This is an optimization exercise on Yosys and OpenROAD, whose aim is small area, a short achievable clock period and few clock cycles, not a production implementation. The RTL was checked by simulation tests, not by an equivalence proof against the original design. Power and IR drop assume default switching activity.

### flow/design.v
`timescale 1ns / 1ps
package sitda_pkg;
  localparam int unsigned VALUE_BITS_DEF = 32;
  localparam int unsigned CHAR_W         = 8;
  localparam int unsigned BCD_W          = 38;
  function automatic logic [3:0] dig_dbl(input logic [2:0] r, input logic c);
    logic [3:0] o;
    o[3] = ~((~r[2] & ~r[1]) | (~r[0] & ~c));
    o[2] = (r[2] & c) | (r[1] & ~r[0] & ~c);
    o[1] = (~r[2] & r[0] & c) | (~r[1] & r[0] & ~c);
    o[0] = ~((~r[2] & ~r[1] & ~c) | (r[1] & c));
    dig_dbl = o;
  endfunction
  function automatic logic [BCD_W-1:0] bcd_dbl(input logic [BCD_W-1:0] b, input logic c);
    logic [BCD_W-1:0] o;
    logic [3:0]       t;
    o[3:0] = dig_dbl(b[2:0], c);
    for (int i = 1; i < 9; i++) begin
      o[4*i +: 4] = dig_dbl(b[4*i +: 3], b[4*i-1]);
    end
    t = dig_dbl({1'b0, b[37:36]}, b[35]);
    o[37:36] = t[1:0];
    bcd_dbl = o;
  endfunction
  function automatic logic [BCD_W-1:0] dabble4(input logic [BCD_W-1:0] b,
                                               input logic [3:0] n);
    logic [BCD_W-1:0] r;
    r = b;
    for (int s = 3; s >= 0; s--) begin
      r = bcd_dbl(r, n[s]);
    end
    dabble4 = r;
  endfunction
  function automatic logic [7:0] nib_code(input logic [3:0] n);
    logic       hi;
    logic [3:0] m;
    logic       q;
    logic [2:0] r;
    hi = n >= 4'd10;
    m  = hi ? n - 4'd10 : n;
    q  = m >= 4'd5;
    r  = q ? 3'(m - 4'd5) : m[2:0];
    nib_code = {3'b000, hi, q, r == 3'd4, r[1] & ~r[2], (r[0] | r[2])};
  endfunction
  function automatic logic [3:0] dig_inc(input logic [3:0] d);
    logic [3:0] o;
    o[3] = d[3] ^ d[2];
    o[2] = ~d[2] & d[1] & d[0];
    o[1] = ~d[2] & (d[1] ^ d[0]);
    o[0] = ~d[2] & (~d[0] | d[1]);
    dig_inc = o;
  endfunction
  function automatic logic [3:0] dig_bin(input logic [3:0] d);
    logic [3:0] v;
    v = {1'b0, d[2], d[1], d[0] & ~d[2]};
    dig_bin = d[3] ? v + 4'd5 : v;
  endfunction
endpackage
`timescale 1ns / 1ps
module signed_int_to_decimal_ascii_top #(
  parameter int unsigned VALUE_BITS = sitda_pkg::VALUE_BITS_DEF
) (
  input  logic                         clk_i,
  input  logic                         rst_ni,
  input  logic                         in_valid_i,
  output logic                         in_ready_o,
  input  logic signed [VALUE_BITS-1:0] value_i,
  output logic                         out_valid_o,
  input  logic                         out_ready_i,
  output logic [sitda_pkg::CHAR_W-1:0] char_code_o,
  output logic                         last_char_o
);
  localparam int unsigned BcdW = sitda_pkg::BCD_W;
  localparam int unsigned PartW = 33;
  typedef struct packed {
    logic [3:0] n;
    logic       first;
    logic       last;
    logic       neg;
  } nib_t;
  typedef struct packed {
    logic       minus;
    logic [3:0] dig;
    logic       last;
  } och_t;
  logic            f_act_q;   
  logic [7:0]      fptr_q;    
  logic            h_v_q;     
  nib_t            h_q;
  logic            t_v_q;     
  nib_t            t_q;
  logic            cneg_q;    
  logic            czero_q;   
  logic            esingle_q;  
  logic            elast_q;   
  logic [PartW-1:0] bcd_q;
  logic            ebusy_q;
  logic            efirst_q;  
  logic            enegp_q;   
  logic            einc_q;    
  logic [9:0]      p1h_q;     
  logic [BcdW-1:0] dig_q;
  logic            o0_v_q;    
  och_t            o0_q;
  logic        neg;
  logic [31:0] u;
  logic [7:0]  flag;          
  logic [7:0]  first1h;       
  logic [7:0]  sel;
  nib_t        fnib;
  assign neg = value_i[VALUE_BITS-1];
  assign u   = value_i ^ {32{neg}};
  always_comb begin
    flag[0] = 1'b0;
    flag[1] = 1'b1;
    for (int j = 2; j < 8; j++) begin
      flag[j] = |u[4*j +: 4];
    end
    for (int j = 0; j < 8; j++) begin
      first1h[j] = flag[j] && !(|(flag & (8'hFF << (j+1))));
    end
  end
  assign sel = f_act_q ? fptr_q : first1h;
  always_comb begin
    for (int b = 0; b < 4; b++) begin
      logic [7:0] mb;
      for (int j = 0; j < 8; j++) begin
        mb[j] = u[4*j+b];
      end
      fnib.n[b] = |(mb & sel);
    end
    fnib.first = !f_act_q;
    fnib.last  = sel[0];
    fnib.neg   = neg;
  end
  logic [9:0] nz;             
  logic [9:0] nine;           
  logic [9:0] cin;            
  logic [9:0] top1h;          
  logic [9:0] etop1h;         
  logic [9:0] esel;
  logic [3:0] edig;
  logic       ecin;
  logic       take;
  logic       e_last;
  logic       e_free;
  logic       emit_now;
  och_t       ech;
  always_comb begin
    for (int d = 0; d < 9; d++) begin
      nz[d]   = |dig_q[4*d +: 4];
      nine[d] = dig_q[4*d +: 4] == 4'b1101;
    end
    nz[9]   = |dig_q[36 +: 2];
    nine[9] = 1'b0;
    for (int d = 1; d < 10; d++) begin
      top1h[d] = nz[d] && !(|(nz & (10'h3FF << (d+1))));
    end
    top1h[0] = !(|nz[9:1]);
    cin[0] = einc_q;
    for (int d = 1; d < 10; d++) begin
      cin[d] = einc_q && (&(nine | (10'h3FF << d)));
    end
    etop1h[0] = top1h[0] && !cin[1];
    for (int d = 1; d < 9; d++) begin
      etop1h[d] = (top1h[d] && !cin[d+1]) || (top1h[d-1] && cin[d]);
    end
    etop1h[9] = top1h[9] || (top1h[8] && cin[9]);
  end
  assign esel = efirst_q ? etop1h : p1h_q;
  always_comb begin
    for (int b = 0; b < 4; b++) begin
      logic [9:0] db;
      for (int d = 0; d < 9; d++) begin
        db[d] = dig_q[4*d+b];
      end
      db[9] = (b < 2) ? dig_q[36+b] : 1'b0;
      edig[b] = |(db & esel);
    end
    ecin = |(cin & esel);
  end
  assign take     = !o0_v_q || out_ready_i;
  assign emit_now = ebusy_q && take;
  assign e_last   = elast_q;
  assign e_free   = !ebusy_q || (take && elast_q);
  assign ech.minus = enegp_q;
  assign ech.dig   = ecin ? sitda_pkg::dig_inc(edig) : edig;
  assign ech.last = e_last;
  logic            finish;
  logic            start_t;
  logic            cons1;
  logic            cons2;
  logic            cons_any;
  logic [3:0]      hnib;
  logic [3:0]      tnib;
  logic [BcdW-1:0] bcd_nx;
  logic [7:0]      hcode;
  logic [7:0]      tcode;
  assign finish   = h_v_q && h_q.last && e_free;
  assign start_t  = finish && t_v_q && t_q.first;
  assign cons2    = start_t;
  assign cons1    = h_v_q && (!h_q.last || e_free) && !start_t;
  assign cons_any = h_v_q && (!h_q.last || e_free);
  assign hnib     = h_q.n;
  assign hcode    = sitda_pkg::nib_code(hnib);
  assign tnib     = t_q.n;
  assign tcode    = sitda_pkg::nib_code(tnib);
  assign bcd_nx   = sitda_pkg::dabble4({{(BcdW-PartW){1'b0}}, bcd_q}, hnib);
  logic fetch;
  logic f_is_last;
  assign f_is_last  = f_act_q && fptr_q[0];
  logic ir_q;
  logic f_act_d;
  logic fptr0_d;
  logic t_v_d;
  assign in_ready_o = ir_q;
  assign f_act_d    = fetch ? !f_is_last : f_act_q;
  assign fptr0_d    = fetch ? sel[1] : fptr_q[0];
  assign t_v_d      = cons2 ? 1'b0 :
                      (cons1 || !h_v_q) ? (t_v_q && fetch) : (t_v_q || fetch);
  assign fetch      = in_valid_i && (f_is_last ? !t_v_q : (!t_v_q || cons_any));
  always_ff @(posedge clk_i or negedge rst_ni) begin
    if (!rst_ni) begin
      f_act_q <= 1'b0;
      ir_q    <= 1'b0;
      h_v_q   <= 1'b0;
      t_v_q   <= 1'b0;
      ebusy_q <= 1'b0;
      o0_v_q  <= 1'b0;
    end else begin
      f_act_q <= f_act_d;
      ir_q    <= f_act_d && fptr0_d && !t_v_d;
      t_v_q   <= t_v_d;
      if (cons2) begin
        h_v_q <= fetch;
      end else if (cons1 || !h_v_q) begin
        h_v_q <= t_v_q || fetch;
      end
      if (finish) begin
        ebusy_q <= 1'b1;
      end else if (emit_now && e_last) begin
        ebusy_q <= 1'b0;
      end
      if (take) begin
        o0_v_q <= emit_now;
      end
    end
  end
  always_ff @(posedge clk_i) begin
    if (fetch) begin
      fptr_q <= sel >> 1;
    end
    if (cons2) begin
      h_q <= fnib;
    end else if (cons1 || !h_v_q) begin
      h_q <= t_v_q ? t_q : fnib;
      if (t_v_q) begin
        t_q <= fnib;
      end
    end else if (fetch) begin
      t_q <= fnib;
    end
    if (start_t || (h_v_q && !h_q.last)) begin
      bcd_q <= h_q.first ? {{(PartW-8){1'b0}}, hcode} :
               h_q.last  ? {{(PartW-8){1'b0}}, tcode} : bcd_nx[PartW-1:0];
    end
    if (start_t) begin
      cneg_q  <= t_q.neg;
      czero_q <= tnib == 4'd0;
    end else if (h_v_q && h_q.first) begin
      cneg_q  <= h_q.neg;
      czero_q <= hnib == 4'd0;
    end else if (h_v_q && !h_q.last) begin
      czero_q <= czero_q && (hnib == 4'd0);
    end
    if (finish) begin
      dig_q     <= bcd_nx;
      efirst_q  <= 1'b1;
      enegp_q   <= cneg_q;
      einc_q    <= cneg_q;
      esingle_q <= czero_q && (hnib < (cneg_q ? 4'd9 : 4'd10));
      elast_q   <= !cneg_q && czero_q && (hnib < 4'd10);
    end else if (emit_now) begin
      if (enegp_q) begin
        enegp_q <= 1'b0;
        elast_q <= esingle_q;
      end else begin
        efirst_q <= 1'b0;
        p1h_q    <= esel >> 1;
        elast_q  <= esel[1];
      end
    end
    if (emit_now) begin
      o0_q <= ech;
    end
  end
  assign out_valid_o = o0_v_q;
  assign char_code_o = o0_q.minus ? 8'h2D : {4'h3, sitda_pkg::dig_bin(o0_q.dig)};
  assign last_char_o = o0_q.last;
endmodule
### flow/standard.sh
#!/bin/bash
# synth_recipe.tcl (not shown) runs the flow's synth.tcl, then flattens the netlist and writes it again
# the make line also repeats each setting of config.mk as NAME=value (left out here)
make -C /OpenROAD-flow-scripts/flow DESIGN_CONFIG=/design/flow/config.mk WORK_HOME=/design/flow/orfs CLKGATE_MAP_FILE= SYNTH_SCRIPT=/design/flow/synth_recipe.tcl "${@:-finish}"
### flow/config.mk
export PLATFORM = sky130hd
export DESIGN_NAME = signed_int_to_decimal_ascii_top
export DESIGN_NICKNAME = signed_int_to_decimal_ascii_top
export VERILOG_FILES = /design/flow/design.v
export SDC_FILE = /design/flow/constraint.sdc
export NUM_CORES = 4
export LEC_CHECK = 0
export ABC_AREA = 1
export CAP_MARGIN = 20
export CORE_MARGIN = 2
export CORE_UTILIZATION = 40
export CTS_BUF_LIST = sky130_fd_sc_hd__clkbuf_4 sky130_fd_sc_hd__clkbuf_8
export CTS_CLUSTER_SIZE = 40
export SETUP_SLACK_MARGIN = 2.0
export SLEW_MARGIN = 20
### flow/constraint.sdc
create_clock -name core_clock -period 4.5 [get_ports {clk_i}]
set_input_delay 0.9000 -clock core_clock [delete_from_list [all_inputs] [get_ports {clk_i}]]
set_output_delay 0.9000 -clock core_clock [all_outputs]
set_load 0.01 [all_outputs]
### flow/flow/run.sh
#!/bin/bash
# The standard layout, with buf_1 cells as the port buffers instead of the default choice.
# Each step's full output goes to a log file of its own in this folder.
set -euo pipefail
bash standard.sh synth > synth.log 2>&1
bash standard.sh "BUFFER_PORTS_ARGS=-buffer_cell sky130_fd_sc_hd__buf_1" finish > layout.log 2>&1
==> impl_metrics.json, run 1 <==
{
  "core_area_um2": 20400,
  "synth_edf_count": 113,
  "tightest_slew_ps": 537,
  "syn_area_per_cell_um2": 7.35,
  "htree_levels": 4,
  "drive_above_1_share": 0.114,
  "cap_violations": 0,
  "tritoncts": "built",
  "cp_top_family": "flip-flops",
  "slew_headroom": 0.642,
  "crit_type": "flip-flop to output pin",
  "gp_congestion": 0.903,
  "startpoint_type": "flip-flop",
  "clock-root-buffer": "clkbuf_8",
  "die_h_um": 149,
  "fp.dieArea_um2": 22100,
  "yosys_warnings": 1,
  "skew_ps": 11.3,
  "ys_seq_elements": 120,
  "rsz0062_at_grt": "yes",
  "status": "no timing/DRC/antenna violations",
  "netlist_area_um2": 8390,
  "drt_first_pass_iters": 5,
  "clkTransAtPathRegs_ps": 80,
  "hold_violations": 0,
  "synth_top_area_share": 0.405,
  "final_nets": 1237,
  "clk-insertion-delay-late_ps": 450,
  "regArea_um2": 3560,
  "holdWs_ps": 315,
  "antenna_found_initial": 0,
  "place.port_buffers": 43,
  "diodes": 0,
  "cp.required_ps": 3600,
  "dpl_worst_slack_ps": 1290,
  "cp_cell_sequence": "nand2_4 -> inv_4 -> ha_4 -> nor2_2 -> nor2_1 -> buf_2",
  "peakVddDrop_uv": 217,
  "grt_start_max_net_pins": 44,
  "ant_nets": 0,
  "synthCells": 1141,
  "rows": 52,
  "nFillCells": 2016,
  "viasPerCell": 4.88,
  "setup_violations": 0,
  "synth_ff_type": "edfxtp_1",
  "track_usage": 0.177,
  "wl_per_cell_um": 12.7,
  "drv_slew": 0,
  "fmax_ghz": 0.412,
  "place_inst": 1437,
  "initial_core_util": 0.411,
  "synth_area_leader_cell": "edfxtp_1",
  "crit_slowest_cell": "edfxtp_1",
  "grt_pass1_wl_mm": 31.1,
  "min_period_ps": 2430,
  "worst-path-max-fanout": 3,
  "wirelength_mm": 18.7,
  "synth.area.top_cells": "edfxtp_1 40%, nand2_1 13%, inv_1 7.8%",
  "io_pins": 47,
  "syn2layout_area_growth_pct": 13.0,
  "grt_pass1_vias": 6770,
  "multi_input_area_um2": 4200,
  "vias": 7205,
  "instances_no_fill": 1476,
  "clock_sinks": 120,
  "cp_num_buf_inv": 2,
  "arrival_ps": 1530,
  "setup_ws_ps": 2070,
  "yosysSeqAreaShare": 0.425,
  "cts_buffers": 17,
  "drt-initial-drc-count": 406,
  "cellPowerDensity_nw_per_um2": 743,
  "worst_path_largest_cell_delay_ps": 430,
  "die_x_um": 149,
  "leakage_uw": 0.00419,
  "drc": 0,
  "clockBufferDepth": 2,
  "grt-ovfl-total": 0,
  "hold_class": "input pin to async pin",
  "hpwl_mm": 14.6,
  "p_total_uw": 7040,
  "cts_hold_buffers": 0,
  "setup_tns_ps": 0,
  "synth_cell_type_count": 52,
  "async_flop_share": 0.0500,
  "fin_crit_sh": 0.540,
  "cp-end-kind": "output pin"
}
[metrics by stage]
stage / area, µm² / util
global route: 9480 / 0.464
detailed placement: 8880 / 0.435
global placement: 8880 / 0.435
finish: 9480 / 0.464
CTS: 9310 / 0.456
floorplan: 8500 / -
[area by class of cell]
class                           instances  area share
Clock buffer                           21      0.0292
Clock inverter                         11      0.0156
Inverter                              183      0.0745
Multi-Input combinational cell        819       0.443
Sequential cell                       120       0.376
Tap cell                              270      0.0356
Timing Repair Buffer                   52      0.0260
[power by group]
group          internal [µW]  switching, µW
clock                    588            443
sequential              1900            297
combinational           1240           2570
total                   3730           3310
[path summary, 6_finish.rpt]
path                            cells past startpoint        endpoint  startpoint  slack, ps
worst max-delay path                                6  char_code_o[1]     o0_q[1]       2070
worst min-delay path                                1         f_act_q      rst_ni        310
worst max register to register                     10        bcd_q[2]      h_q[6]       2190
worst min register to register                      0          einc_q      cneg_q        510
max in group asynchronous                           1         ebusy_q      rst_ni       3940
min in group core_clock                             0          einc_q      cneg_q        510
[logic make-up after synthesis]
logic type	Yosys count	share of synthesized area
AO/OA/AOI/OAI	175	0.112
flip-flops	120	0.425
XOR/XNOR	29	0.0303
AND/OR/NAND/NOR	604	0.322
buffers and inverters	203	0.0971
other	2	0.000895
adder cells (fa/ha/maj)	8	0.0119
[cells in the mapped netlist (2+ instances only)]
cell / number
nand3_1: 94
conb_1: 2
nand2_1: 286
nor3_1: 14
o21ai_2: 2
buf_6: 2
and2_1: 3
nor2_1: 130
buf_4: 5
dfrtp_1: 6
nor2_2: 11
nand3b_1: 5
ha_1: 8
o21a_1: 2
buf_1: 4
buf_2: 2
inv_1: 174
nand4_2: 2
nor4_1: 5
a21oi_1: 50
o21ai_1: 19
nor2_4: 3
nand3_2: 10
edfxtp_1: 113
xnor2_1: 5
or2_1: 7
xor2_1: 24
a21boi_0: 4
o22ai_1: 5
nand2_2: 6
or2_2: 14
nand4_1: 7
o21ai_0: 85
inv_2: 8
clkbuf_1: 6
nor3_2: 2
[sequential cells by signal, summed over array words and instances (netlist names), 6 cells and up]
signal  cells
fptr_q      7
dig_q      38
h_q         7
p1h_q       9
bcd_q      33
t_q         7
o0_q        6
[layer usage]
metal | track usage | wire length (µm) | vias up
met1 | 0.205 | 8300 | 3237
met2 | 0.325 | 9410 | 103
li1 | - | - | 3837
met5 | 0 | 0 | -
met3 | 0.0312 | 531 | 28
met4 | 0.0690 | 454 | 0
[worst register-to-register path, stage by stage (launching register included)]
cell	delay, ps
edfxtp_1	540
nand2_1	110
inv_1	40
o21ai_0	290
ha_1	220
nor2_1	40
o21ai_1	320
nand2_1	100
o21ai_0	90
inv_1	80
o311ai_1	290
[repair_timing]
action	4_1_cts	5_1_grt
resized for setup	5	33
endpoints found under the setup margin	11	33
pin swaps	1	4
buffers inserted	0	6
[layout by cell type, fill, tap and decap left out, types with 3 or more instances in the layout]
cell type / n
clkinvlp_4: 4
bufinv_16: 3
nor2_1: 122
o22ai_1: 5
nand3_2: 11
dfrtp_1: 6
conb_1: 3
nor3_1: 12
inv_1: 170
or2_1: 7
o21ai_0: 81
ha_1: 7
clkbuf_8: 19
nor2_4: 6
o21ai_2: 4
o21ai_1: 21
xnor2_1: 5
nor3_2: 3
and2_1: 3
nand2_1: 279
a21oi_4: 3
nand3b_1: 5
edfxtp_1: 113
inv_2: 10
or2_2: 14
a21boi_0: 4
nor4_1: 5
buf_4: 8
nand4_1: 7
nand3_1: 91
xor2_1: 24
nor2_2: 16
buf_1: 40
a21oi_1: 47
nand2_2: 10
Testbench counts, summed over its fixed seeds: cycles 75,110.
==> inputs of run 2 (changes only) <==
--- a/flow/config.mk
+++ b/flow/config.mk
@@ -8,8 +8,7 @@
 export ABC_AREA = 1
 export CAP_MARGIN = 20
 export CORE_MARGIN = 2
-export CORE_UTILIZATION = 40
+export CORE_UTILIZATION = 55
 export CTS_BUF_LIST = sky130_fd_sc_hd__clkbuf_4 sky130_fd_sc_hd__clkbuf_8
-export CTS_CLUSTER_SIZE = 40
 export SETUP_SLACK_MARGIN = 2.0
 export SLEW_MARGIN = 20
==> impl_metrics.json, run 2 <==
{
  "syn2layout_area_growth_pct": 12.7,
  "clkTransAtPathRegs_ps": 70,
  "rsz0062_at_grt": "yes",
  "grt_pass1_vias": 6713,
  "track_usage": 0.244,
  "netlist_area_um2": 8390,
  "drt_first_pass_iters": 5,
  "drc": 0,
  "cp.required_ps": 3600,
  "startpoint_type": "flip-flop",
  "regArea_um2": 3560,
  "crit-reg2reg-launch": "dig_q[13]",
  "grt_pass1_wl_mm": 31.5,
  "yosysMostFrequentCell": "nand2_1",
  "cts_hold_buffers": 0,
  "cap_violations": 0,
  "final_area_um2": 9450,
  "yosys-top-cells-count": "286 x nand2_1, 174 x inv_1, 130 x nor2_1",
  "peakVddDrop_uv": 454,
  "largest_reg_flops": 38,
  "regMostFlops": "dig_q",
  "yosysSeqAreaShare": 0.425,
  "fp.dieArea_um2": 16300,
  "initial_core_util": 0.558,
  "status": "no timing/DRC/antenna violations",
  "grt-ovfl-total": 0,
  "syn_area_per_cell_um2": 7.35,
  "worst-path-max-fanout": 3,
  "diodes": 0,
  "r2r_setup_slack_ps": 2130,
  "place.port_buffers": 43,
  "arrival_ps": 1530,
  "htree_levels": 4,
  "min_period_ps": 2430,
  "clockBufferDepth": 2,
  "clk-insertion-delay-late_ps": 450,
  "final_cell_mix": "273 x nand2_1, 170 x inv_1, 122 x nor2_1, 113 x edfxtp_1, 86 x nand3_1",
  "yosys_warnings": 1,
  "async_flop_share": 0.0500,
  "cp-end-kind": "output pin",
  "synth_ff_type": "edfxtp_1",
  "setup_tns_ps": 0,
  "antenna_found_initial": 0,
  "synth.area.top_cells": "edfxtp_1 40%, nand2_1 13%, inv_1 7.8%",
  "grt_start_max_net_pins": 44,
  "die_h_um": 127,
  "crit_type": "flip-flop to output pin",
  "vias": 7351,
  "core_area_um2": 15000,
  "dpl-instance-area_um2": 8780,
  "final_common_cell": "nand2_1",
  "p_total_uw": 7090,
  "reg2reg_to": "o0_q[4]",
  "clock-root-buffer": "clkbuf_8",
  "final_nets": 1241,
  "nFillCells": 1351,
  "multi_input_area_um2": 4260,
  "drive_above_1_share": 0.127,
  "hold_class": "input pin to async pin",
  "ys_seq_elements": 120,
  "synth_cell_type_count": 52,
  "wirelength_mm": 19.2,
  "io_pins": 47,
  "wl_per_cell_um": 13.7,
  "fmax_ghz": 0.412,
  "clock_sinks": 120,
  "cellPowerDensity_nw_per_um2": 750,
  "leakage_uw": 0.00424,
  "hold_violations": 0,
  "gp_congestion": 0.939,
  "tightest_slew_ps": 975,
  "cts_buffers": 17,
  "reg_top3": "dig_q (38), bcd_q (33), p1h_q (9)",
  "slew_headroom": 0.349,
  "ant_nets": 0,
  "skew_ps": 15.0,
  "tritoncts": "built",
  "synthCells": 1141,
  "die_x_um": 127,
  "fin_crit_sh": 0.540,
  "viasPerCell": 5.26,
  "synth_area_leader_cell": "edfxtp_1",
  "r2r_cells": 15,
  "hpwl_mm": 14.7,
  "synth_edf_count": 113,
  "rows": 45,
  "synth_top_area_share": 0.405,
  "drt-initial-drc-count": 502,
  "setup_violations": 0,
  "drv_slew": 0
}
## run 2: worst max-delay path by stage
| stage | from | endpoint | slack (ps) |
|---|---|---|---|
| finish | o0_q[3] | char_code_o[1] | 2070 |
| global placement | value_i[31] | h_q[6] | 1360 |
| detailed placement | value_i[31] | h_q[6] | 1300 |
| CTS | o0_q[1] | char_code_o[2] | 2000 |
| global route | t_q[5] | bcd_q[0] | 1920 |
| floorplan | out_ready_i | t_q[0] | 1210 |
## run 2: what timing repair did
action	CTS	global route
pin swaps	0	13
gates resized for setup	3	54
setup buffers	2	9
endpoints found under the setup margin	19	31
## run 2: metrics by stage
step	setup WS, ps	cells	util	hold slack (ps)
5_1_grt	1920	1398	0.629	321
3_3_place_gp	1360	1355	0.584	483
2_1_floorplan	1210	1142	-	454
4_1_cts	2000	1389	0.613	302
3_5_place_dp	1300	1355	0.584	492
6_report	2070	1398	0.629	314
## run 2: critical path, cell delays in order, from the launching register on
cell      delay [ps]
edfxtp_1         420
inv_2             90
nand2_2           70
inv_2             70
ha_4             180
nor2_1            80
nor2_1            50
buf_2            130
## run 2: metal layers
layer,global-route usage,wire length (µm)
met1,0.337,9320
met2,0.388,8710
met3,0.0494,826
met4,0.0808,299
met5,0,0
## run 2: where the power goes
part	internal (µW)	switching, µW	total (µW)	leakage, µW
Clock	597	429	1030	0.000219
Sequential	1900	304	2210	0.00116
Combinational	1260	2590	3860	0.00286
## run 2: final cells by class
cell class,count,share of cell area
clock buffers,23,0.0308
clock inverters,9,0.0130
inverters,183,0.0748
multi-input cells,819,0.450
flip-flops and latches,120,0.377
well taps,188,0.0249
repair buffers,56,0.0290
## run 2: cell families (layout without fill, tap and decap cells)
kind of cell	Yosys count	count (layout)	share of synthesized area
simple gates	604	604	0.322
buf+inv	203	271	0.0971
compound gates	175	175	0.112
flops	120	120	0.425
xor+xnor	29	29	0.0303
fa+ha+maj	8	8	0.0119
other cells	2	3	0.000895
==> inputs of run 3 (changes only) <==
--- a/flow/config.mk
+++ b/flow/config.mk
@@ -8,7 +8,7 @@
 export ABC_AREA = 1
 export CAP_MARGIN = 20
 export CORE_MARGIN = 2
-export CORE_UTILIZATION = 55
+export CORE_UTILIZATION = 40
 export CTS_BUF_LIST = sky130_fd_sc_hd__clkbuf_4 sky130_fd_sc_hd__clkbuf_8
 export SETUP_SLACK_MARGIN = 2.0
 export SLEW_MARGIN = 20
==> impl_metrics.json, run 3 <==
{
  "place.port_buffers": 43,
  "rows": 52,
  "wl_per_cell_um": 12.7,
  "io_pins": 47,
  "viasPerCell": 4.88,
  "leakage_uw": 0.00419,
  "drv_slew": 0,
  "track_usage": 0.177,
  "cap_violations": 0,
  "final_cell_mix": "279 x nand2_1, 170 x inv_1, 122 x nor2_1, 113 x edfxtp_1, 91 x nand3_1",
  "async_flop_share": 0.0500,
  "slew_headroom": 0.642,
  "netlist_area_um2": 8390,
  "die_h_um": 149,
  "cellPowerDensity_nw_per_um2": 743,
  "peakVddDrop_uv": 217,
  "initial_core_util": 0.411,
  "cp_cell_sequence": "nand2_4 -> inv_4 -> ha_4 -> nor2_2 -> nor2_1 -> buf_2",
  "r2r_setup_slack_ps": 2190,
  "arrival_ps": 1530,
  "worst-path-max-fanout": 3,
  "grt_start_max_net_pins": 44,
  "yosys_warnings": 1,
  "drt-initial-drc-count": 406,
  "synth.area.top_cells": "edfxtp_1 40%, nand2_1 13%, inv_1 7.8%",
  "regMostFlops": "dig_q",
  "clock_sinks": 120,
  "ant_nets": 0,
  "cp-end-kind": "output pin",
  "htree_levels": 4,
  "clockBufferDepth": 2,
  "grt-ovfl-total": 0,
  "holdWs_ps": 315,
  "p_total_uw": 7040,
  "tritoncts": "built",
  "hpwl_mm": 14.6,
  "grt_pass1_wl_mm": 31.1,
  "final_common_cell": "nand2_1",
  "fp.dieArea_um2": 22100,
  "drc": 0,
  "reg_top3": "dig_q (38), bcd_q (33), p1h_q (9)",
  "synth_cell_type_count": 52,
  "vias": 7205,
  "setup_tns_ps": 0,
  "utilization": 0.464,
  "worst_path_largest_cell_delay_ps": 430,
  "ys_seq_elements": 120,
  "gp_congestion": 0.903,
  "core_area_um2": 20400,
  "drive_above_1_share": 0.114,
  "synth_ff_type": "edfxtp_1",
  "tightest_slew_ps": 537,
  "cts_buffers": 17,
  "synthCells": 1141,
  "die_x_um": 149,
  "syn2layout_area_growth_pct": 13.0,
  "antenna_found_initial": 0,
  "diodes": 0,
  "clkTransAtPathRegs_ps": 80,
  "crit_type": "flip-flop to output pin",
  "rsz0062_at_grt": "yes",
  "largest_reg_flops": 38,
  "hold_class": "input pin to async pin",
  "syn_area_per_cell_um2": 7.35,
  "synth_edf_count": 113,
  "synth_top_area_share": 0.405,
  "clk-insertion-delay-late_ps": 450,
  "final_nets": 1237,
  "status": "no timing/DRC/antenna violations",
  "cp.required_ps": 3600,
  "setup_ws_ps": 2070,
  "dpl_worst_slack_ps": 1290,
  "cts_hold_buffers": 0,
  "hold_violations": 0,
  "cp_num_buf_inv": 2,
  "cp_top_family": "flip-flops",
  "fin_crit_sh": 0.540,
  "yosysSeqAreaShare": 0.425,
  "setup_violations": 0,
  "clock-root-buffer": "clkbuf_8",
  "wirelength_mm": 18.7,
  "drt_first_pass_iters": 5,
  "synth_area_leader_cell": "edfxtp_1",
  "skew_ps": 11.3,
  "min_period_ps": 2430,
  "crit_slowest_cell": "edfxtp_1",
  "fmax_ghz": 0.412,
  "startpoint_type": "flip-flop",
  "yosys-top-cells-count": "286 x nand2_1, 174 x inv_1, 130 x nor2_1",
  "grt_pass1_vias": 6770,
  "yosysMostFrequentCell": "nand2_1"
}
==> run 3: kinds of logic (layout without fill, tap and decap cells) <==
group,after synthesis,after routing,synth area share
simple gates,604,604,0.322
compound gates,175,175,0.112
xor+xnor,29,29,0.0303
buf+inv,203,267,0.0971
other cells,2,3,0.000895
flops,120,120,0.425
fa+ha+maj,8,8,0.0119
==> run 3: per-stage QoR <==
stage	cell area, µm²	std cells
after global routing	9480	1476
after global placement	8880	1437
final	9480	1476
after CTS	9310	1469
after floorplan	8500	1142
after detailed placement	8880	1437
==> run 3: worst paths after layout <==
path / from / to / cells after the start
hold / removal: rst_ni / f_act_q / 1
setup / recovery: o0_q[1] / char_code_o[1] / 6
hold reg to reg: cneg_q / einc_q / 0
min in group core_clock: cneg_q / einc_q / 0
setup reg to reg: h_q[6] / bcd_q[2] / 10
max in group asynchronous: rst_ni / ebusy_q / 1
==> run 3: layout make-up <==
cell class | count | area [µm²]
clock buffer | 21 | 277
clock inverter | 11 | 148
fill | 2016 | 11000
inverter | 183 | 706
multi-input combinational | 819 | 4200
sequential | 120 | 3560
tap | 270 | 338
timing repair buffer | 52 | 246
==> run 3: timing repair <==
item / 4_1_cts / 5_1_grt
pin swaps: 1 / 4
endpoints found under the hold margin: 0 / 0
setup buffers: 0 / 6
gates cloned: 0 / 0
gates resized for setup: 5 / 33
setup endpoints to repair: 11 / 33
==> run 3: where the power goes <==
part,switching (µW),internal [µW]
logic,2570,1240
clock network,443,588
registers,297,1900
total,3310,3730
==> run 3: metal layers <==
layer	vias up	GRT usage	part of all wire
li1	3837	-	-
met1	3237	0.205	0.44
met2	103	0.325	0.50
met3	28	0.0312	0.028
met4	0	0.0690	0.024
met5	-	0	0
==> inputs of run 4 (changes only) <==
--- a/flow/config.mk
+++ b/flow/config.mk
@@ -10,5 +10,7 @@
 export CORE_MARGIN = 2
 export CORE_UTILIZATION = 40
 export CTS_BUF_LIST = sky130_fd_sc_hd__clkbuf_4 sky130_fd_sc_hd__clkbuf_8
+export CTS_CLUSTER_DIAMETER = 250
+export CTS_CLUSTER_SIZE = 30
 export SETUP_SLACK_MARGIN = 2.0
 export SLEW_MARGIN = 20
==> impl_metrics.json, run 4 <==
{
  "diodes": 0,
  "yosysMostFrequentCell": "nand2_1",
  "startpoint_type": "flip-flop",
  "instances_no_fill": 1476,
  "hpwl_mm": 14.6,
  "largest_reg_flops": 38,
  "cp-end-kind": "output pin",
  "synthSimpleGateAreaFrac": 0.322,
  "regMostFlops": "dig_q",
  "tightest_slew_ps": 537,
  "die_x_um": 149,
  "synth-xor-area-share": 0.0303,
  "drv_slew": 0,
  "synth_top_area_share": 0.405,
  "clock-root-buffer": "clkbuf_8",
  "final_area_um2": 9480,
  "core_area_um2": 20400,
  "setup_tns_ps": 0,
  "synth_fa_ha_area_frac": 0.0119,
  "muxShareOfSynthArea": 0,
  "netlist_area_um2": 8390,
  "cp.required_ps": 3600,
  "cap_violations": 0,
  "crit_type": "flip-flop to output pin",
  "synth_cell_type_count": 52,
  "die_h_um": 149,
  "worst_path_largest_cell_delay_ps": 430,
  "rows": 52,
  "r2r_cells": 10,
  "synth_edf_count": 113,
  "slew_headroom": 0.642,
  "drt_first_pass_iters": 5,
  "wl_per_cell_um": 12.7,
  "synth.area.top_cells": "edfxtp_1 40%, nand2_1 13%, inv_1 7.8%",
  "peakVddDrop_uv": 217,
  "final_common_cell": "nand2_1",
  "place_inst": 1437,
  "place.port_buffers": 43,
  "synth_ff_type": "edfxtp_1",
  "antenna_found_initial": 0,
  "syn_area_per_cell_um2": 7.35,
  "synth_top_family_by_area": "simple AND/OR/NAND/NOR gates",
  "leakage_uw": 0.00419,
  "hold_class": "input pin to async pin",
  "cts_buffers": 17,
  "yosys-top-cells-count": "286 x nand2_1, 174 x inv_1, 130 x nor2_1",
  "drc": 0,
  "track_usage": 0.177,
  "syn2layout_area_growth_pct": 13.0,
  "fmax_ghz": 0.412,
  "rsz0062_at_grt": "yes",
  "grt_pass1_vias": 6770,
  "reg_top3": "dig_q (38), bcd_q (33), p1h_q (9)",
  "synth_compound_area_frac": 0.112,
  "status": "no timing/DRC/antenna violations",
  "critPathLaunch": "o0_q[1]",
  "ys_seq_elements": 120,
  "htree_levels": 4,
  "cellPowerDensity_nw_per_um2": 743,
  "clockBufferDepth": 2,
  "arrival_ps": 1530,
  "cp_num_buf_inv": 2,
  "synth_area_leader_cell": "edfxtp_1",
  "gp_congestion": 0.903,
  "p_total_uw": 7040,
  "holdWs_ps": 315,
  "wirelength_mm": 18.7,
  "initial_core_util": 0.411,
  "vias": 7205,
  "final_cell_mix": "279 x nand2_1, 170 x inv_1, 122 x nor2_1, 113 x edfxtp_1, 91 x nand3_1",
  "min_period_ps": 2430,
  "crit_cells": 6,
  "grt_pass1_wl_mm": 31.1,
  "async_flop_share": 0.0500,
  "io_pins": 47,
  "clock_sinks": 120,
  "cp_top_family": "flip-flops",
  "crit_slowest_cell": "edfxtp_1",
  "grt-ovfl-total": 0,
  "dpl-instance-area_um2": 8880,
  "clk-insertion-delay-late_ps": 450,
  "tritoncts": "built",
  "crit-reg2reg-launch": "h_q[6]",
  "setup_violations": 0,
  "skew_ps": 11.3,
  "final_nets": 1237,
  "grt_start_max_net_pins": 44,
  "yosys_warnings": 1,
  "cp_cell_sequence": "nand2_4 -> inv_4 -> ha_4 -> nor2_2 -> nor2_1 -> buf_2",
  "yosysSeqAreaShare": 0.425,
  "fp.dieArea_um2": 22100,
  "hold_violations": 0,
  "drt-initial-drc-count": 406,
  "viasPerCell": 4.88,
  "drive_above_1_share": 0.114,
  "ant_nets": 0,
  "clkTransAtPathRegs_ps": 80,
  "fin_crit_sh": 0.540,
  "worst-path-max-fanout": 3,
  "synthCells": 1141
}
[run 4: metal layers]
metal | vias up | share of wire | GRT usage
li1 | 3837 | - | -
met1 | 3237 | 0.44 | 0.205
met2 | 103 | 0.50 | 0.325
met3 | 28 | 0.028 | 0.0312
met4 | 0 | 0.024 | 0.0690
met5 | - | 0 | 0
[run 4: what timing repair did]
action                     CTS  global route
setup endpoints to repair   11            33
gates resized for setup      5            33
pin swaps                    1             4
hold buffers                 0             0
buffers inserted             0             6
[run 4: report_power, final]
group          total, µW  switching, µW  internal (µW)
clock               1030            443            588
combinational       3810           2570           1240
sequential          2200            297           1900
total               7040           3310           3730
[run 4: cell families after synthesis]
kind of cell	after synthesis
AND/OR/NAND/NOR	604
flip-flops	120
adder cells (fa/ha/maj)	8
XOR/XNOR	29
AO/OA/AOI/OAI	175
other	2
buffers and inverters	203
[run 4: final timing paths]
path	to	slack, ps
max	char_code_o[1]	2070
min	f_act_q	310
max reg2reg	bcd_q[2]	2190
min reg2reg	einc_q	510
max in group asynchronous	ebusy_q	3940
min in group core_clock	einc_q	510
[run 4: layout make-up]
cell class | instances | area [µm²]
Timing Repair Buffer | 52 | 246
Sequential cell | 120 | 3560
Clock inverter | 11 | 148
Fill cell | 2016 | 11000
Clock buffer | 21 | 277
Inverter | 183 | 706
Multi-Input combinational cell | 819 | 4200
Tap cell | 270 | 338
[run 4: metrics by stage]
stage | util | worst slack [ps]
CTS | 0.456 | 2000
global route | 0.464 | 1960
global placement | 0.435 | 1330
detailed placement | 0.435 | 1290
finish | 0.464 | 2070
floorplan | - | 1210
[run 4: worst register-to-register path, cell delays in order, from the launching register on]
cell	delay (ps)
edfxtp_1	540
nand2_1	110
inv_1	40
o21ai_0	290
ha_1	220
nor2_1	40
o21ai_1	320
nand2_1	100
o21ai_0	90
inv_1	80
o311ai_1	290
==> inputs of run 5 (changes only) <==
--- a/flow/config.mk
+++ b/flow/config.mk
@@ -6,11 +6,9 @@
 export NUM_CORES = 4
 export LEC_CHECK = 0
 export ABC_AREA = 1
-export CAP_MARGIN = 20
+export CAP_MARGIN = 10
 export CORE_MARGIN = 2
 export CORE_UTILIZATION = 40
 export CTS_BUF_LIST = sky130_fd_sc_hd__clkbuf_4 sky130_fd_sc_hd__clkbuf_8
-export CTS_CLUSTER_DIAMETER = 250
-export CTS_CLUSTER_SIZE = 30
 export SETUP_SLACK_MARGIN = 2.0
-export SLEW_MARGIN = 20
+export SLEW_MARGIN = 10
==> impl_metrics.json, run 5 <==
{
  "grt-ovfl-total": 0,
  "wirelength_mm": 18.7,
  "grt_start_max_net_pins": 44,
  "gp_congestion": 0.903,
  "yosysMostFrequentCell": "nand2_1",
  "place.port_buffers": 43,
  "cts_buffers": 17,
  "peakVddDrop_uv": 217,
  "clock_sinks": 120,
  "netlist_area_um2": 8390,
  "status": "no timing/DRC/antenna violations",
  "yosys-top-cells-count": "286 x nand2_1, 174 x inv_1, 130 x nor2_1",
  "initial_core_util": 0.411,
  "grt_pass1_vias": 6770,
  "dpl_worst_slack_ps": 1290,
  "final_cell_mix": "279 x nand2_1, 170 x inv_1, 122 x nor2_1, 113 x edfxtp_1, 91 x nand3_1",
  "startpoint_type": "flip-flop",
  "io_pins": 47,
  "synth_ff_type": "edfxtp_1",
  "synth_top_family_by_area": "simple AND/OR/NAND/NOR gates",
  "clk-insertion-delay-late_ps": 450,
  "synthSimpleGateAreaFrac": 0.322,
  "largest_reg_flops": 38,
  "reg_top3": "dig_q (38), bcd_q (33), p1h_q (9)",
  "final_nets": 1236,
  "synth_fa_ha_area_frac": 0.0119,
  "synth_top_area_share": 0.405,
  "synth_cell_type_count": 52,
  "rsz0062_at_grt": "yes",
  "r2r_cells": 11,
  "cp-end-kind": "output pin",
  "cellPowerDensity_nw_per_um2": 743,
  "skew_ps": 10.3,
  "cap_violations": 0,
  "crit-reg2reg-launch": "h_q[6]",
  "fmax_ghz": 0.412,
  "core_area_um2": 20400,
  "antenna_found_initial": 0,
  "multi_input_area_um2": 4200,
  "die_h_um": 149,
  "track_usage": 0.177,
  "wl_per_cell_um": 12.7,
  "syn_area_per_cell_um2": 7.35,
  "hold_violations": 0,
  "synthCells": 1141,
  "async_flop_share": 0.0500,
  "synth_area_leader_cell": "edfxtp_1",
  "tritoncts": "built",
  "htree_levels": 4,
  "setup_tns_ps": 0,
  "holdWs_ps": 317,
  "clock-root-buffer": "clkbuf_8",
  "ant_nets": 0,
  "synth_compound_area_frac": 0.112,
  "drc": 0,
  "grt_pass1_wl_mm": 31.1,
  "drv_slew": 0,
  "yosys_warnings": 1,
  "regMostFlops": "dig_q",
  "fin_crit_sh": 0.539,
  "clockBufferDepth": 2,
  "clkTransAtPathRegs_ps": 80,
  "utilization": 0.463,
  "hpwl_mm": 14.6,
  "final_common_cell": "nand2_1",
  "hold_class": "input pin to async pin",
  "viasPerCell": 4.89,
  "drt-initial-drc-count": 418,
  "synth-xor-area-share": 0.0303,
  "rows": 52,
  "vias": 7218,
  "synth_edf_count": 113,
  "die_x_um": 149,
  "leakage_uw": 0.00418,
  "drive_above_1_share": 0.114,
  "r2r_setup_slack_ps": 2190,
  "regArea_um2": 3560,
  "nFillCells": 2014,
  "slew_headroom": 0.259,
  "crit_type": "flip-flop to output pin",
  "diodes": 0,
  "fp.dieArea_um2": 22100,
  "syn2layout_area_growth_pct": 12.8,
  "worst-path-max-fanout": 3,
  "ys_seq_elements": 120,
  "muxShareOfSynthArea": 0,
  "setup_violations": 0,
  "setup_ws_ps": 2070,
  "drt_first_pass_iters": 5,
  "yosysSeqAreaShare": 0.425,
  "cp.required_ps": 3600,
  "tightest_slew_ps": 1110,
  "reg2reg_to": "bcd_q[1]",
  "min_period_ps": 2430,
  "arrival_ps": 1530,
  "synth.area.top_cells": "edfxtp_1 40%, nand2_1 13%, inv_1 7.8%"
}
run 5: cell types whose count changed in the layout (fill, tap and decap cells not counted):
cell   before  now
buf_8       1    0
run 5: logic make-up after synthesis:
logic type	Yosys count
simple gates	604
buf+inv	203
compound gates	175
flops	120
xor+xnor	29
fa+ha+maj	8
other cells	2
run 5: area by class of cell:
type / count / area share
multi-input combinational: 819 / 0.444
sequential: 120 / 0.377
inverter: 183 / 0.0746
tap: 270 / 0.0357
clock buffer: 21 / 0.0292
timing repair buffer: 51 / 0.0245
clock inverter: 11 / 0.0156
run 5: layer usage:
metal,vias up,routed length [µm],GRT usage
met5,-,0,0
met2,95,9460,0.325
li1,3832,-,-
met1,3260,8330,0.205
met4,0,452,0.0690
met3,31,465,0.0312
run 5: how the worst max path moves through the flow:
stage,cells past startpoint,slack (ps),endpoint,start
floorplan,8,1210,t_q[0],out_ready_i
global placement,10,1330,h_q[6],value_i[31]
detailed placement,11,1290,h_q[3],value_i[31]
CTS,7,2000,char_code_o[1],o0_q[3]
global route,7,1960,char_code_o[1],o0_q[3]
finish,6,2070,char_code_o[1],o0_q[1]
run 5: stage by stage:
stage / cells / instance area (µm²) / total power [µW]
3_5_place_dp: 1437 / 8880 / 5940
5_1_grt: 1475 / 9460 / 7740
3_3_place_gp: 1437 / 8880 / 5880
4_1_cts: 1469 / 9310 / 7000
6_report: 1475 / 9460 / 7030
2_1_floorplan: 1142 / 8500 / 5050
run 5: worst max-delay path, stage by stage (launching register included):
cell      delay, ps
edfxtp_1        430
nand2_4         110
inv_4            40
ha_4            250
nor2_2           30
nor2_1           90
buf_2           140
run 5: power by group:
group	switching, µW	internal [µW]
Sequential	296	1900
Clock	443	588
Combinational	2570	1230
Total	3310	3720
run 5: repair_timing:
item                                    in CTS  in global routing
endpoints found under the setup margin      11                 33
gates resized for setup                      5                 33
setup buffers                                0                  6
hold buffers                                 0                  0
hold endpoints to repair                     0                  0
pin swaps                                    1                  4
==> inputs of run 6 (changes only) <==
--- a/flow/config.mk
+++ b/flow/config.mk
@@ -6,9 +6,9 @@
 export NUM_CORES = 4
 export LEC_CHECK = 0
 export ABC_AREA = 1
-export CAP_MARGIN = 10
+export CAP_MARGIN = 20
 export CORE_MARGIN = 2
 export CORE_UTILIZATION = 40
 export CTS_BUF_LIST = sky130_fd_sc_hd__clkbuf_4 sky130_fd_sc_hd__clkbuf_8
-export SETUP_SLACK_MARGIN = 2.0
-export SLEW_MARGIN = 10
+export SETUP_SLACK_MARGIN = 2.1
+export SLEW_MARGIN = 20
==> impl_metrics.json, run 6 <==
{
  "track_usage": 0.181,
  "regArea_um2": 3570,
  "rows": 52,
  "fp.dieArea_um2": 22100,
  "ys_seq_elements": 120,
  "netlist_area_um2": 8390,
  "clockBufferDepth": 2,
  "largest_reg_flops": 38,
  "worst_path_largest_cell_delay_ps": 410,
  "cts_hold_buffers": 0,
  "synth.area.top_cells": "edfxtp_1 40%, nand2_1 13%, inv_1 7.8%",
  "tightest_slew_ps": 1140,
  "top_layer": "met4",
  "grt-ovfl-total": 0,
  "setup_violations": 0,
  "yosys_warnings": 1,
  "regMostFlops": "dig_q",
  "cap_violations": 0,
  "nFillCells": 2004,
  "setup_tns_ps": 0,
  "grt_pass1_vias": 7031,
  "tritoncts": "built",
  "clkTransAtPathRegs_ps": 80,
  "synth_edf_count": 113,
  "cp_cell_sequence": "inv_2 -> nand2_2 -> inv_2 -> ha_4 -> nor2_1 -> nor2_1 -> buf_2",
  "antenna_found_initial": 0,
  "hold_class": "input pin to async pin",
  "viasPerCell": 4.95,
  "utilization": 0.480,
  "cp_top_family": "flip-flops",
  "hpwl_mm": 14.8,
  "core_area_um2": 20400,
  "r2r_cells": 16,
  "crit_cells": 7,
  "cellPowerDensity_nw_per_um2": 729,
  "grt_pass1_wl_mm": 31.7,
  "fmax_ghz": 0.416,
  "wirelength_mm": 19.6,
  "final_nets": 1251,
  "clock-root-buffer": "clkbuf_8",
  "vias": 7376,
  "synth_ff_type": "edfxtp_1",
  "final_common_cell": "nand2_1",
  "reg_top3": "dig_q (38), bcd_q (33), p1h_q (9)",
  "startpoint_type": "flip-flop",
  "crit_slowest_cell": "edfxtp_1",
  "drive_above_1_share": 0.167,
  "gp_congestion": 0.920,
  "status": "no timing/DRC/antenna violations",
  "syn_area_per_cell_um2": 7.35,
  "yosys-top-cells-count": "286 x nand2_1, 174 x inv_1, 130 x nor2_1",
  "clk-insertion-delay-late_ps": 450,
  "async_flop_share": 0.0500,
  "diodes": 0,
  "hold_violations": 0,
  "cp.required_ps": 3600,
  "wl_met3_um": 581,
  "syn2layout_area_growth_pct": 17.0,
  "cp_num_buf_inv": 3,
  "die_h_um": 149,
  "grt_start_max_net_pins": 44,
  "drt-initial-drc-count": 386,
  "yosysSeqAreaShare": 0.425,
  "rsz0062_at_grt": "yes",
  "peakVddDrop_uv": 239,
  "skew_ps": 16.7,
  "leakage_uw": 0.00434,
  "ant_nets": 0,
  "io_pins": 47,
  "htree_levels": 4,
  "multi_input_area_um2": 4450,
  "die_x_um": 149,
  "synth_cell_type_count": 52,
  "drv_slew": 0,
  "cp-end-kind": "output pin",
  "worst-path-max-fanout": 2,
  "place.port_buffers": 43,
  "final_cell_mix": "266 x nand2_1, 167 x inv_1, 113 x edfxtp_1, 110 x nor2_1, 82 x nand3_1",
  "wl_per_cell_um": 13.2,
  "drt_first_pass_iters": 5,
  "slew_headroom": 0.241,
  "met1_length_mm": 8.38,
  "synth_area_leader_cell": "edfxtp_1",
  "synth_top_area_share": 0.405,
  "r2r_setup_slack_ps": 2190,
  "drc": 0,
  "yosysMostFrequentCell": "nand2_1",
  "initial_core_util": 0.411,
  "crit_type": "flip-flop to output pin",
  "fin_crit_sh": 0.535,
  "clock_sinks": 120,
  "cts_buffers": 17,
  "met2_length_mm": 10.1,
  "min_period_ps": 2410,
  "synthCells": 1141,
  "arrival_ps": 1510
}
-- run 6: cell counts after synthesis --
No cell type changed its count.
-- run 6: per-stage QoR --
step	area (µm²)	cells	hold slack [ps]	total power, µW	setup WS (ps)
3_5_place_dp	8900	1437	489	5930	1260
3_3_place_gp	8900	1437	488	5880	1300
4_1_cts	9360	1475	315	6970	2030
6_report	9810	1490	319	7160	2090
5_1_grt	9810	1490	319	7910	2000
2_1_floorplan	8530	1142	454	5060	1210
-- run 6: area by class of cell --
type | instances | area share
Multi-Input combinational cell | 819 | 0.454
Sequential cell | 120 | 0.363
Inverter | 183 | 0.0720
Timing Repair Buffer | 66 | 0.0370
Tap cell | 270 | 0.0344
Clock buffer | 18 | 0.0246
Clock inverter | 14 | 0.0150
-- run 6: final timing paths --
path | start | to
min in group core_clock | enegp_q | o0_q[5]
worst min register to register | enegp_q | o0_q[5]
worst min-delay path | rst_ni | ir_q
worst max-delay path | o0_q[3] | char_code_o[1]
worst max register to register | dig_q[5] | o0_q[4]
max in group asynchronous | rst_ni | f_act_q
-- run 6: report_power, final --
part | internal [µW] | switching, µW | leakage (µW)
sequential | 1900 | 301 | 0.00116
combinational | 1330 | 2640 | 0.00298
clock | 500 | 477 | 0.000199
total | 3730 | 3420 | 0.00434
-- run 6: cell families after synthesis --
family,count (synthesis),share of synthesized area
adder cells (fa/ha/maj),8,0.0119
AO/OA/AOI/OAI,175,0.112
buffers and inverters,203,0.0971
flip-flops,120,0.425
other,2,0.000895
AND/OR/NAND/NOR,604,0.322
XOR/XNOR,29,0.0303
-- run 6: per-layer routing --
metal,GRT usage,vias to the layer above
li1,-,3862
met1,0.208,3355
met2,0.332,120
met3,0.0333,39
met4,0.0743,0
met5,0,-
-- run 6: repair_timing --
| action | CTS | global route |
|---|---|---|
| setup endpoints to repair | 27 | 37 |
| hold endpoints to repair | 0 | 0 |
| resized for setup | 13 | 99 |
| buffers inserted | 6 | 15 |
| pin swaps | 6 | 22 |
==> inputs of run 7 (changes only) <==
--- a/flow/config.mk
+++ b/flow/config.mk
@@ -10,5 +10,5 @@
 export CORE_MARGIN = 2
 export CORE_UTILIZATION = 40
 export CTS_BUF_LIST = sky130_fd_sc_hd__clkbuf_4 sky130_fd_sc_hd__clkbuf_8
-export SETUP_SLACK_MARGIN = 2.1
+export SETUP_SLACK_MARGIN = 1.9
 export SLEW_MARGIN = 20
==> impl_metrics.json, run 7 <==
{
  "status": "no timing/DRC/antenna violations",
  "muxShareOfSynthArea": 0,
  "yosysMostFrequentCell": "nand2_1",
  "grt_pass1_vias": 6723,
  "met1_usage": 0.203,
  "fmax_ghz": 0.407,
  "synth_edf_count": 113,
  "synthCells": 1141,
  "synth-xor-area-share": 0.0303,
  "crit_slowest_cell": "edfxtp_1",
  "leakage_uw": 0.00417,
  "die_x_um": 149,
  "clockBufferDepth": 2,
  "rsz0062_at_grt": "yes",
  "drive_above_1_share": 0.0973,
  "busiest_layer": "met2",
  "cp_cell_sequence": "inv_1 -> nand2_2 -> inv_1 -> ha_1 -> nor2_1 -> nor2_1 -> clkbuf_2",
  "peakVddDrop_uv": 214,
  "dpl-instance-area_um2": 8880,
  "arrival_ps": 1560,
  "final_common_cell": "nand2_1",
  "clock-root-buffer": "clkbuf_8",
  "drt-initial-drc-count": 346,
  "yosysSeqAreaShare": 0.425,
  "yosys-top-cells-count": "286 x nand2_1, 174 x inv_1, 130 x nor2_1",
  "place.port_buffers": 43,
  "antenna_found_initial": 0,
  "hold_violations": 0,
  "cts_hold_buffers": 0,
  "final_area_um2": 9390,
  "crit_type": "flip-flop to output pin",
  "track_usage": 0.175,
  "diodes": 0,
  "ant_nets": 0,
  "dpl_worst_slack_ps": 1320,
  "die_h_um": 149,
  "gp_congestion": 0.876,
  "clock_sinks": 120,
  "grt_start_max_net_pins": 44,
  "setup_tns_ps": 0,
  "regArea_um2": 3560,
  "ys_seq_elements": 120,
  "initial_core_util": 0.411,
  "io_pins": 47,
  "slew_headroom": 0.310,
  "viasPerCell": 4.88,
  "yosys_warnings": 1,
  "syn_area_per_cell_um2": 7.35,
  "reg_top3": "dig_q (38), bcd_q (33), p1h_q (9)",
  "cts_buffers": 17,
  "grt-ovfl-total": 0,
  "setup_violations": 0,
  "drc": 0,
  "worst-path-max-fanout": 3,
  "rows": 52,
  "final_nets": 1233,
  "netlist_area_um2": 8390,
  "setup_ws_ps": 2040,
  "fp.dieArea_um2": 22100,
  "drv_slew": 0,
  "synth_area_leader_cell": "edfxtp_1",
  "clkTransAtPathRegs_ps": 80,
  "regMostFlops": "dig_q",
  "fin_crit_sh": 0.547,
  "synth_cell_type_count": 52,
  "core_area_um2": 20400,
  "cp-end-kind": "output pin",
  "startpoint_type": "flip-flop",
  "nFillCells": 2043,
  "worst_path_largest_cell_delay_ps": 410,
  "vias": 7176,
  "cp.required_ps": 3600,
  "use_met3": 0.0352,
  "drt_first_pass_iters": 5,
  "synth_top_family_by_area": "simple AND/OR/NAND/NOR gates",
  "clk-insertion-delay-late_ps": 440,
  "hold_class": "input pin to async pin",
  "htree_levels": 4,
  "synth_top_area_share": 0.405,
  "synth_ff_type": "edfxtp_1",
  "synth_fa_ha_area_frac": 0.0119,
  "cap_violations": 0,
  "async_flop_share": 0.0500,
  "skew_ps": 11.8,
  "tritoncts": "built",
  "grt_pass1_wl_mm": 30.7,
  "tightest_slew_ps": 1030,
  "final_cell_mix": "283 x nand2_1, 173 x inv_1, 127 x nor2_1, 113 x edfxtp_1, 92 x nand3_1",
  "min_period_ps": 2460,
  "multi_input_area_um2": 4120,
  "grtUsageMet2": 0.319,
  "syn2layout_area_growth_pct": 11.9,
  "cellPowerDensity_nw_per_um2": 749,
  "p_total_uw": 7030,
  "synthSimpleGateAreaFrac": 0.322,
  "synth.area.top_cells": "edfxtp_1 40%, nand2_1 13%, inv_1 7.8%",
  "hpwl_mm": 14.6,
  "wl_per_cell_um": 12.7,
  "wirelength_mm": 18.7,
  "synth_compound_area_frac": 0.112,
  "largest_reg_flops": 38
}
[run 7: report_power, final]
part	leakage, µW	internal, µW	switching (µW)
clock network	0.000215	639	473
registers	0.00116	1900	295
logic	0.00279	1200	2520
[run 7: cell type report]
type,instances,area share
multi-input cells,819,0.439
flip-flops and latches,120,0.380
inverters,183,0.0749
well taps,270,0.0360
clock buffers,19,0.0279
repair buffers,48,0.0219
clock inverters,13,0.0207
[run 7: logic make-up (layout without fill, tap and decap cells)]
| logic type | Yosys count | count (layout) |
|---|---|---|
| flip-flops | 120 | 120 |
| AND/OR/NAND/NOR | 604 | 604 |
| buffers and inverters | 203 | 263 |
| other | 2 | 3 |
| XOR/XNOR | 29 | 29 |
| AO/OA/AOI/OAI | 175 | 175 |
| adder cells (fa/ha/maj) | 8 | 8 |
[run 7: path summary, 6_finish.rpt]
kind                           start              to  slack, ps  cells past startpoint
min in group core_clock      ebusy_q          o0_v_q        510                      2
min reg2reg                  ebusy_q          o0_v_q        510                      2
max                          o0_q[3]  char_code_o[1]       2040                      7
max in group asynchronous     rst_ni          o0_v_q       3960                      1
max reg2reg                dig_q[17]         o0_q[4]       2150                     16
min                           rst_ni           t_v_q        310                      1
[run 7: critical path: cells and delay by family, from the launching register on]
kind                       cells  cell delay, ps
DFF                            1             410
buffers and inverters          3             280
and+or+nand+nor                3             220
adders and majority gates      1             210
[run 7: what timing repair did]
item,in CTS,in global routing
buffers inserted,0,3
gates resized for setup,1,11
gates cloned,0,0
pin swaps,0,2
endpoints found under the setup margin,7,13
[run 7: per-layer routing]
| metal | vias up | wire [µm] |
|---|---|---|
| met5 | - | 0 |
| met4 | 0 | 469 |
| met3 | 32 | 443 |
| met2 | 98 | 9350 |
| met1 | 3211 | 8440 |
| li1 | 3835 | - |
[run 7: stage by stage]
stage / cells / util / hold WS, ps
after global routing: 1472 / 0.459 / 313
final: 1472 / 0.459 / 309
after CTS: 1469 / 0.457 / 289
after detailed placement: 1437 / 0.435 / 491
after floorplan: 1142 / - / 454
after global placement: 1437 / 0.435 / 489
==> inputs of run 8 (changes only) <==
--- a/flow/config.mk
+++ b/flow/config.mk
@@ -10,5 +10,6 @@
 export CORE_MARGIN = 2
 export CORE_UTILIZATION = 40
 export CTS_BUF_LIST = sky130_fd_sc_hd__clkbuf_4 sky130_fd_sc_hd__clkbuf_8
-export SETUP_SLACK_MARGIN = 1.9
+export PLACE_DENSITY = 0.5
+export SETUP_SLACK_MARGIN = 2.0
 export SLEW_MARGIN = 20
==> impl_metrics.json, run 8 <==
{
  "skew_ps": 17.9,
  "min_period_ps": 2400,
  "largest_reg_flops": 38,
  "place.port_buffers": 43,
  "crit-reg2reg-launch": "h_q[4]",
  "startpoint_type": "flip-flop",
  "nFillCells": 2095,
  "syn2layout_area_growth_pct": 13.1,
  "final_cell_mix": "278 x nand2_1, 170 x inv_1, 123 x nor2_1, 113 x edfxtp_1, 89 x nand3_1",
  "core_area_um2": 20400,
  "wl_per_cell_um": 13.8,
  "cts_buffers": 17,
  "yosys-top-cells-count": "286 x nand2_1, 174 x inv_1, 130 x nor2_1",
  "synth_area_leader_cell": "edfxtp_1",
  "utilization": 0.464,
  "leakage_uw": 0.00420,
  "synth_cell_type_count": 52,
  "synth_ff_type": "edfxtp_1",
  "hold_violations": 0,
  "drt_first_pass_iters": 5,
  "p_total_uw": 7060,
  "cts_hold_buffers": 0,
  "final_nets": 1240,
  "yosys_warnings": 1,
  "diodes": 0,
  "cellPowerDensity_nw_per_um2": 744,
  "final_common_cell": "nand2_1",
  "crit_type": "flip-flop to flip-flop",
  "hpwl_mm": 15.6,
  "r2r_setup_slack_ps": 2100,
  "track_usage": 0.193,
  "io_pins": 47,
  "rows": 52,
  "ant_nets": 0,
  "cp-end-kind": "flip-flop",
  "worst_path_largest_cell_delay_ps": 520,
  "syn_area_per_cell_um2": 7.35,
  "htree_levels": 4,
  "arrival_ps": 2620,
  "final_area_um2": 9490,
  "clockBufferDepth": 2,
  "reg_top3": "dig_q (38), bcd_q (33), p1h_q (9)",
  "yosysMostFrequentCell": "nand2_1",
  "synth.area.top_cells": "edfxtp_1 40%, nand2_1 13%, inv_1 7.8%",
  "fp.dieArea_um2": 22100,
  "worst-path-max-fanout": 7,
  "viasPerCell": 4.84,
  "tritoncts": "built",
  "cp_cell_sequence": "inv_1 -> ha_1 -> inv_1 -> o21ai_0 -> o21ai_1 -> xor2_1 -> nand2_1 -> o311ai_2",
  "die_h_um": 149,
  "clkTransAtPathRegs_ps": 80,
  "hold_class": "input pin to async pin",
  "clock-root-buffer": "clkbuf_8",
  "wirelength_mm": 20.3,
  "synth_top_area_share": 0.405,
  "async_flop_share": 0.0500,
  "clock_sinks": 120,
  "dpl-instance-area_um2": 8880,
  "r2r_cells": 8,
  "tightest_slew_ps": 581,
  "multi_input_area_um2": 4220,
  "setup_violations": 0,
  "peakVddDrop_uv": 370,
  "grt_pass1_wl_mm": 33.4,
  "fmax_ghz": 0.417,
  "cp.required_ps": 4720,
  "synth_edf_count": 113,
  "fin_crit_sh": 0.533,
  "status": "no timing/DRC/antenna violations",
  "cap_violations": 0,
  "gp_congestion": 0.864,
  "drv_slew": 0,
  "critPathLaunch": "h_q[4]",
  "die_x_um": 149,
  "netlist_area_um2": 8390,
  "grt_pass1_vias": 6595,
  "yosysSeqAreaShare": 0.425,
  "grt-ovfl-total": 0,
  "initial_core_util": 0.411,
  "crit_top_cell": "inv_1",
  "drive_above_1_share": 0.124,
  "ys_seq_elements": 120,
  "drt-initial-drc-count": 468,
  "grt_start_max_net_pins": 44,
  "rsz0062_at_grt": "yes",
  "setup_tns_ps": 0,
  "vias": 7160,
  "crit_slowest_cell": "edfxtp_1",
  "regArea_um2": 3570,
  "antenna_found_initial": 0,
  "clk-insertion-delay-late_ps": 450,
  "synthCells": 1141,
  "regMostFlops": "dig_q",
  "drc": 0,
  "slew_headroom": 0.612
}
-- run 8: changes by cell type in the layout (fill, tap and decap cells not counted), moves of 3 or more --
cell	delta
nor2_4	+3
clkinv_2	+4
nand2_2	+5
o21ai_2	+5
inv_1	-3
buf_4	+6
nand2_1	-5
nand3_1	-3
o21ai_0	-7
nand3_2	+4
nor2_1	-4
-- run 8: worst max-delay path: cells and delay by family (launching register included) --
kind / cells / cell delay (ps)
buf+inv: 2 / 300
compound gates: 3 / 770
xor+xnor: 1 / 230
simple gates: 1 / 90
fa+ha+maj: 1 / 270
flops: 1 / 520
-- run 8: metrics by stage --
stage	hold slack, ps	worst slack (ps)	instances
floorplan	454	1210	1142
global placement	492	1270	1437
detailed placement	501	1280	1437
CTS	333	2000	1472
global route	351	1920	1479
finish	341	2100	1479
-- run 8: path summary, 6_finish.rpt --
kind                             to
hold reg to reg              o0_v_q
min in group core_clock      o0_v_q
max in group asynchronous   f_act_q
setup / recovery           bcd_q[2]
setup reg to reg           bcd_q[2]
hold / removal                h_v_q
-- run 8: routing by layer --
metal	part of all wire	routed length (µm)	global-route usage
met1	0.55	11300	0.308
met2	0.40	8200	0.271
met3	0.034	690	0.0352
met4	0.0083	169	0.0376
met5	0	0	0
-- run 8: logic make-up after synthesis --
logic type                 synth area share
AOI/OAI and AO/OA                     0.112
buffers and inverters                0.0971
DFF                                   0.425
xor gates and xnor gates             0.0303
other                              0.000895
adders and majority gates            0.0119
and+or+nand+nor                       0.322
-- run 8: what timing repair did --
item	4_1_cts	5_1_grt
setup endpoints to repair	20	41
pin swaps	0	9
endpoints found under the hold margin	0	0
gates resized for setup	4	48
buffers inserted	3	7
-- run 8: power breakdown --
part	internal [µW]	total [µW]	switching, µW	leakage, µW
clock	515	976	461	0.000196
combinational	1260	3890	2620	0.00284
sequential	1900	2200	295	0.00116
total	3680	7060	3380	0.00420
-- run 8: final cells by class --
type	count	area share
clock buffer	19	0.0276
clock inverter	13	0.0136
inverter	183	0.0749
multi-input combinational	819	0.444
sequential	120	0.376
tap	270	0.0356
timing repair buffer	55	0.0281

afterwards: timing with drivers on the ports:
How much do the figures lean on ideal ports? The routed layouts below were timed once more, with nothing changed but the port constraints.
Step 1, drivers: a clkbuf_16 drives clk_i and a buf_2 each remaining input, both assumed.
Step 2 also shifts input and output timing later by t, the mid clock arrival at the registers, as if the neighbouring blocks saw the same clock.
Slacks: ideal / step 1 / step 2; pairs: ideal / step 1.
run | t (ns) | setup WS [ns] | worst setup path at the end
run 1 | 0.480 | 2.072 / 2.033 / 1.655 | input to register
run 2 | 0.481 | 2.072 / 2.033 / 1.766 | input to register
run 3 | 0.480 | 2.072 / 2.033 / 1.655 | input to register
run 4 | 0.480 | 2.072 / 2.033 / 1.655 | input to register
run 5 | 0.479 | 2.073 / 2.034 / 1.656 | input to register
run 6 | 0.490 | 2.095 / 2.048 / 1.757 | input to register
run 7 | 0.474 | 2.040 / 1.997 / 1.629 | input to register
run 8 | 0.484 | 2.100 / 2.059 / 1.648 | input to register
After both steps setup and hold are still met in every run listed. For run 8, which loses most, drivers alone change the setup slack by -0.041 ns; drivers and shift together by -0.452 ns.
